What follows belongs to an exercise in optimizing a design on an open flow for small area; a production flow would make more cautious choices. Function was checked by simulation only, so behaviour that the tests miss may differ from the original. Power and IR drop assume default switching activity.

v12:
==> flow/design.v <==
`default_nettype none
package apb_mon_pkg;
    typedef enum logic [1:0] {
        phase_idle   = 2'd0,
        phase_setup  = 2'd1,
        phase_access = 2'd2
    } apb_phase_t;
    typedef enum logic [1:0] {
        viol_no_enable        = 2'd0,
        viol_unstable         = 2'd1,
        viol_enable_held      = 2'd2,
        viol_enable_no_select = 2'd3
    } apb_viol_t;
    typedef logic [3:0] viol_vec_t;
    typedef logic [$clog2(64)-1:0] bin_idx_t;
endpackage
`default_nettype wire
`default_nettype none
module apb_bus_monitor (
    input  wire         apb_if_monitor,
    input  wire         rst,
    input  wire         presetn,
    input  wire         psel,
    input  wire         penable,
    input  wire         pwrite,
    input  wire [31:0]  paddr,
    input  wire [31:0]  pwdata,
    input  wire [31:0]  prdata,
    input  wire         pready,
    input  wire         pslverr,
    input  wire         wb_cyc,
    input  wire         wb_stb,
    input  wire         wb_we,
    input  wire [6:0]   wb_adr,
    input  wire [31:0]  wb_wdata,
    output logic        wb_ack,
    output logic [31:0] wb_rdata
);
    logic [1:0]  state;       
    logic        xfer_done;
    logic [5:0]  xfer_bin;
    logic [3:0]  viol_pulse;
    logic        cap_write;
    logic [31:0] cap_addr;
    logic [31:0] cap_wdata;
    logic       st_idle, st_setup, in_xfer, complete, changed, start;
    logic [1:0] state_next;
    logic [3:0] viol_now;
    assign st_idle  = (state == 2'd0);
    assign st_setup = (state == 2'd1);
    assign in_xfer  = (state == 2'd1) || (state == 2'd2);
    assign complete = in_xfer && psel && penable && pready;
    assign start    = st_idle && psel && !penable;
    assign changed  = (paddr != cap_addr) || (pwrite != cap_write) ||
                      (cap_write && (pwdata != cap_wdata));
    always_comb begin
        if (start)
            state_next = 2'd1;
        else if (psel && !complete && (st_setup ? penable : (state == 2'd2)))
            state_next = 2'd2;
        else
            state_next = 2'd0;
    end
    assign viol_now[0] = st_setup && !penable;
    assign viol_now[1] = in_xfer && psel && penable && changed;
    assign viol_now[2] = xfer_done && penable;
    assign viol_now[3] = penable && !psel;
    always_ff @(posedge apb_if_monitor) begin
        if (rst || !presetn) begin
            state      <= 2'd0;
            xfer_done  <= 1'b0;
            viol_pulse <= 4'd0;
        end else begin
            state      <= state_next;
            xfer_done  <= complete;
            viol_pulse <= viol_now;
        end
    end
    always_ff @(posedge apb_if_monitor) begin
        if (start) begin
            cap_write <= pwrite;
            cap_addr  <= paddr;
            cap_wdata <= pwdata;
        end
        if (complete) begin
            xfer_bin <= {pwrite, pslverr, paddr[31:28]};
        end
    end
    logic       wb_req, wr_flags, wr_ctrl, count_clear, count_enable;
    logic [3:0] flags_q;
    logic [3:0] clr_mask;
    assign wb_req      = wb_cyc && wb_stb && !wb_ack;
    assign wr_flags    = wb_req && wb_we && (wb_adr == 7'd64);
    assign wr_ctrl     = wb_req && wb_we && (wb_adr == 7'd66);
    assign count_clear = wr_ctrl && wb_wdata[1];
    assign clr_mask    = wr_flags ? wb_wdata[3:0] : 4'd0;
    always_ff @(posedge apb_if_monitor) begin
        if (rst) begin
            wb_ack       <= 1'b0;
            count_enable <= 1'b1;
            flags_q      <= 4'd0;
        end else begin
            wb_ack <= wb_req;
            if (wr_ctrl)
                count_enable <= wb_wdata[0];
            flags_q <= (flags_q & ~clr_mask) | viol_pulse;
        end
    end
    localparam int LW = 4;        
    localparam int HW = 16 - LW;  
    logic [LW-1:0] lo_q [64];
    logic [HW:0]   ring [4][16];   
    logic [3:0]    phase;
    logic [4:0]    sweep;
    logic [15:0]   viol_total;
    logic          clear_all;
    logic          pend;           
    logic          inc_now;
    logic [5:0]    sel;
    logic [5:0]    pos;
    logic [63:0]   sel_hot;
    logic [63:0]   pos_hot;
    logic [15:0]   head_hot;
    logic [LW-1:0] rd_lo;
    logic [HW-1:0] rd_hi_raw;
    logic          rd_s;
    logic          rd_valid;
    logic [HW-1:0] rd_hi;
    logic [15:0]   rd;
    logic          rd_full;
    logic [LW-1:0] wr_lo;
    logic          head_valid;
    assign clear_all = rst || count_clear;
    assign inc_now   = pend || (xfer_done && count_enable && !wb_req);
    assign sel       = wb_req ? wb_adr[5:0] : xfer_bin;
    assign pos       = {sel[5:4], phase - sel[3:0] - 4'd1};
    apb_mon_dec6 u_dec_sel  (.a(sel),   .y(sel_hot));
    apb_mon_dec6 u_dec_pos  (.a(pos),   .y(pos_hot));
    always_comb begin
        for (int i = 0; i < 16; i++)
            head_hot[i] = (phase == 4'(i));
    end
    for (genvar b = 0; b < LW; b++) begin : g_rd_lo
        logic [63:0] col;
        for (genvar i = 0; i < 64; i++) begin : g_col
            assign col[i] = lo_q[i][b];
        end
        apb_mon_rd_bit u_rd_bit (.d(col), .s(sel_hot), .y(rd_lo[b]));
    end
    for (genvar b = 0; b <= HW; b++) begin : g_rd_ring
        logic [63:0] col;
        logic        y;
        for (genvar i = 0; i < 64; i++) begin : g_col
            assign col[i] = ring[i/16][i%16][b];
        end
        apb_mon_rd_bit u_rd_bit (.d(col), .s(pos_hot), .y(y));
        if (b == 0) begin : g_s
            assign rd_s = y;
        end else begin : g_h
            assign rd_hi_raw[b-1] = y;
        end
    end
    assign rd_valid = {1'b0, pos[3:0]} < sweep;
    assign rd_hi    = rd_valid ? (rd_hi_raw + HW'(rd_s && !rd_lo[LW-1])) : '0;
    assign rd       = {rd_hi, rd_lo};
    assign rd_full = &rd;
    assign wr_lo   = ((rd_lo + LW'(1)) | {LW{rd_full}}) & {LW{!clear_all}};
    always_ff @(posedge apb_if_monitor) begin
        pend <= xfer_done && count_enable && wb_req && !clear_all;
    end
    always_ff @(posedge apb_if_monitor) begin
        for (int i = 0; i < 64; i++) begin
            if (clear_all || (inc_now && sel_hot[i]))
                lo_q[i] <= wr_lo;
        end
    end
    assign head_valid = sweep[4];
    for (genvar r = 0; r < 4; r++) begin : g_ring
        logic [15:0] hcol;
        logic        head_msb;
        logic        snap_msb;
        logic [HW:0] head_new;
        for (genvar i = 0; i < 16; i++) begin : g_hcol
            assign hcol[i] = lo_q[16*r + i][LW-1];
        end
        apb_mon_rd16 u_rd_head (.d(hcol), .s(head_hot), .y(head_msb));
        assign snap_msb = (pend && (xfer_bin == {2'(r), phase})) ?
                          wr_lo[LW-1] : head_msb;
        assign head_new[0]    = snap_msb;
        assign head_new[HW:1] = head_valid ?
            (ring[r][15][HW:1] + HW'(ring[r][15][0] && !snap_msb)) : '0;
        always_ff @(posedge apb_if_monitor) begin
            ring[r][0] <= head_new;
            for (int i = 1; i < 16; i++)
                ring[r][i] <= ring[r][i-1];
        end
    end
    always_ff @(posedge apb_if_monitor) begin
        if (rst)
            phase <= 4'd0;
        else
            phase <= phase + 4'd1;
        if (clear_all)
            sweep <= 5'd0;
        else if (!sweep[4])
            sweep <= sweep + 5'd1;
    end
    always_ff @(posedge apb_if_monitor) begin
        if (clear_all)
            viol_total <= 16'd0;
        else if (count_enable && (|viol_pulse) && (viol_total != 16'hFFFF))
            viol_total <= viol_total + 16'd1;
    end
    logic [15:0] read_word;
    logic [15:0] rdata_q;
    always_comb begin
        if (!wb_adr[6])
            read_word = rd;
        else begin
            case (wb_adr[5:0])
                6'd0:    read_word = {12'd0, flags_q};
                6'd1:    read_word = viol_total;
                6'd2:    read_word = {15'd0, count_enable};
                default: read_word = 16'd0;
            endcase
        end
    end
    always_ff @(posedge apb_if_monitor) begin
        rdata_q <= read_word;
    end
    assign wb_rdata = {16'd0, rdata_q};
endmodule
module apb_mon_dec6 (
    input  wire [5:0]  a,
    output logic [63:0] y
);
    always_comb begin
        for (int i = 0; i < 64; i++)
            y[i] = (a == 6'(i));
    end
endmodule
module apb_mon_rd_bit (
    input  wire [63:0] d,
    input  wire [63:0] s,
    output wire        y
);
    wire [21:0] t;
    for (genvar k = 0; k < 21; k++) begin : g_aoi
        apb_mon_aoi222 u_aoi (
            .a0(d[3*k]),   .s0(s[3*k]),
            .a1(d[3*k+1]), .s1(s[3*k+1]),
            .a2(d[3*k+2]), .s2(s[3*k+2]),
            .y (t[k])
        );
    end
    assign t[21] = ~(d[63] & s[63]);
    assign y = ~&t;
endmodule
module apb_mon_rd16 (
    input  wire [15:0] d,
    input  wire [15:0] s,
    output wire        y
);
    wire [5:0] t;
    for (genvar k = 0; k < 5; k++) begin : g_aoi
        apb_mon_aoi222 u_aoi (
            .a0(d[3*k]),   .s0(s[3*k]),
            .a1(d[3*k+1]), .s1(s[3*k+1]),
            .a2(d[3*k+2]), .s2(s[3*k+2]),
            .y (t[k])
        );
    end
    assign t[5] = ~(d[15] & s[15]);
    assign y = ~&t;
endmodule
module apb_mon_aoi222 (
    input  wire a0, s0, a1, s1, a2, s2,
    output wire y
);
    assign y = ~((a0 & s0) | (a1 & s1) | (a2 & s2));
endmodule
`default_nettype wire
==> flow/config.mk <==
export PLATFORM = sky130hd
export DESIGN_NAME = apb_bus_monitor
export DESIGN_NICKNAME = apb_bus_monitor
export VERILOG_FILES = /design/flow/design.v
export SDC_FILE = /design/flow/constraint.sdc
export NUM_CORES = 4
export LEC_CHECK = 0
export CAP_MARGIN = 10
export CORE_MARGIN = 2
export CORE_UTILIZATION = 45
export CTS_BUF_LIST = sky130_fd_sc_hd__clkbuf_8
export CTS_CLUSTER_DIAMETER = 50
export CTS_CLUSTER_SIZE = 16
export PLACE_DENSITY = 0.6
export SLEW_MARGIN = 10
export SYNTH_HIERARCHICAL = 1
export SYNTH_MINIMUM_KEEP_SIZE = 0
==> flow/constraint.sdc <==
create_clock -name core_clock -period 8.0 [get_ports {apb_if_monitor}]
set_input_delay 1.6000 -clock core_clock [delete_from_list [all_inputs] [get_ports {apb_if_monitor}]]
set_output_delay 1.6000 -clock core_clock [all_outputs]
set_load 0.01 [all_outputs]
run.sh (not shown) runs the stock make flow with config.mk's settings and CLKGATE_MAP_FILE= SYNTH_SCRIPT=/design/flow/synth_recipe.tcl, a recipe that flattens the netlist after the stock synthesis.
diff inputs: v12 => v26
--- a/flow/design.v
+++ b/flow/design.v
@@ -104,11 +104,11 @@
             if (wr_ctrl)
                 count_enable <= wb_wdata[0];
             flags_q <= (flags_q & ~clr_mask) | viol_pulse;
         end
     end
-    localparam int LW = 4;        
+    localparam int LW = 5;        
     localparam int HW = 16 - LW;  
     logic [LW-1:0] lo_q [64];
     logic [HW:0]   ring [4][16];   
     logic [3:0]    phase;
     logic [4:0]    sweep;
@@ -176,21 +176,18 @@
     end
     assign head_valid = sweep[4];
     for (genvar r = 0; r < 4; r++) begin : g_ring
         logic [15:0] hcol;
         logic        head_msb;
-        logic        snap_msb;
         logic [HW:0] head_new;
         for (genvar i = 0; i < 16; i++) begin : g_hcol
             assign hcol[i] = lo_q[16*r + i][LW-1];
         end
         apb_mon_rd16 u_rd_head (.d(hcol), .s(head_hot), .y(head_msb));
-        assign snap_msb = (pend && (xfer_bin == {2'(r), phase})) ?
-                          wr_lo[LW-1] : head_msb;
-        assign head_new[0]    = snap_msb;
+        assign head_new[0]    = head_msb;
         assign head_new[HW:1] = head_valid ?
-            (ring[r][15][HW:1] + HW'(ring[r][15][0] && !snap_msb)) : '0;
+            (ring[r][15][HW:1] + HW'(ring[r][15][0] && !head_msb)) : '0;
         always_ff @(posedge apb_if_monitor) begin
             ring[r][0] <= head_new;
             for (int i = 1; i < 16; i++)
                 ring[r][i] <= ring[r][i-1];
         end
## What came out
v26 completed; timing, DRC and antenna clean. When v26 is measured against v12, its simple-gate portion of the synthesized area turns out 0.32 points lower. Non-clock buffer total of the final layout: v26 < v12. Summary: with v12 as the reference, static leakage in v26 moved down by a few percent. v26 vs. v12: clock network power share went up by 1.9 points. [v26] switching part of the total fell 0.54 points relative to v12. v12 → v26: number of cells after detailed placement now sits lower, DRC marker count from the first detailed-route iteration now sits lower, final cycle utilization of the critical path now sits lower, area of all placed cells without fillers now sits lower. Summary of v26 over v12: fmax now sits at about the same level, number of flops mapped to enable cells by yosys now sits higher. A end point of the critical path of lo_q[29][0] is what v26 shows, while ring[0][9] belongs to v12.

## separate check: timing with driven ports
How much do the figures lean on ideal ports? The routed layouts below were timed once more, with nothing changed but the port constraints. Step 1 (the two cells are an assumption about what drives the block):
set clk [get_ports {apb_if_monitor}]
set_driving_cell -lib_cell sky130_fd_sc_hd__clkbuf_16 $clk
set_driving_cell -lib_cell sky130_fd_sc_hd__buf_2 [delete_from_list [all_inputs] $clk]
Step 2 moves the port delays by t, midway between the first and last clock arrival at a register: inputs arrive t later, outputs are due t later. That takes back most of the time a late clock gives input paths. Three values: ideal ports, drivers, drivers and shift; two values: the first two.
run | t (ns) | slack for setup (ns) | worst data-port slew with drivers (ns)
v12 | 0.799 | 0.296 / 0.336 / -0.464 | 0.05
v26 | 0.804 | 0.313 / 0.343 / -0.461 | 0.07
Met with ideal ports but missed after step 2: setup timing in v12 and v26. The setup slack of v26, which loses most, moves by +0.030 ns with the drivers and by -0.774 ns with both steps.
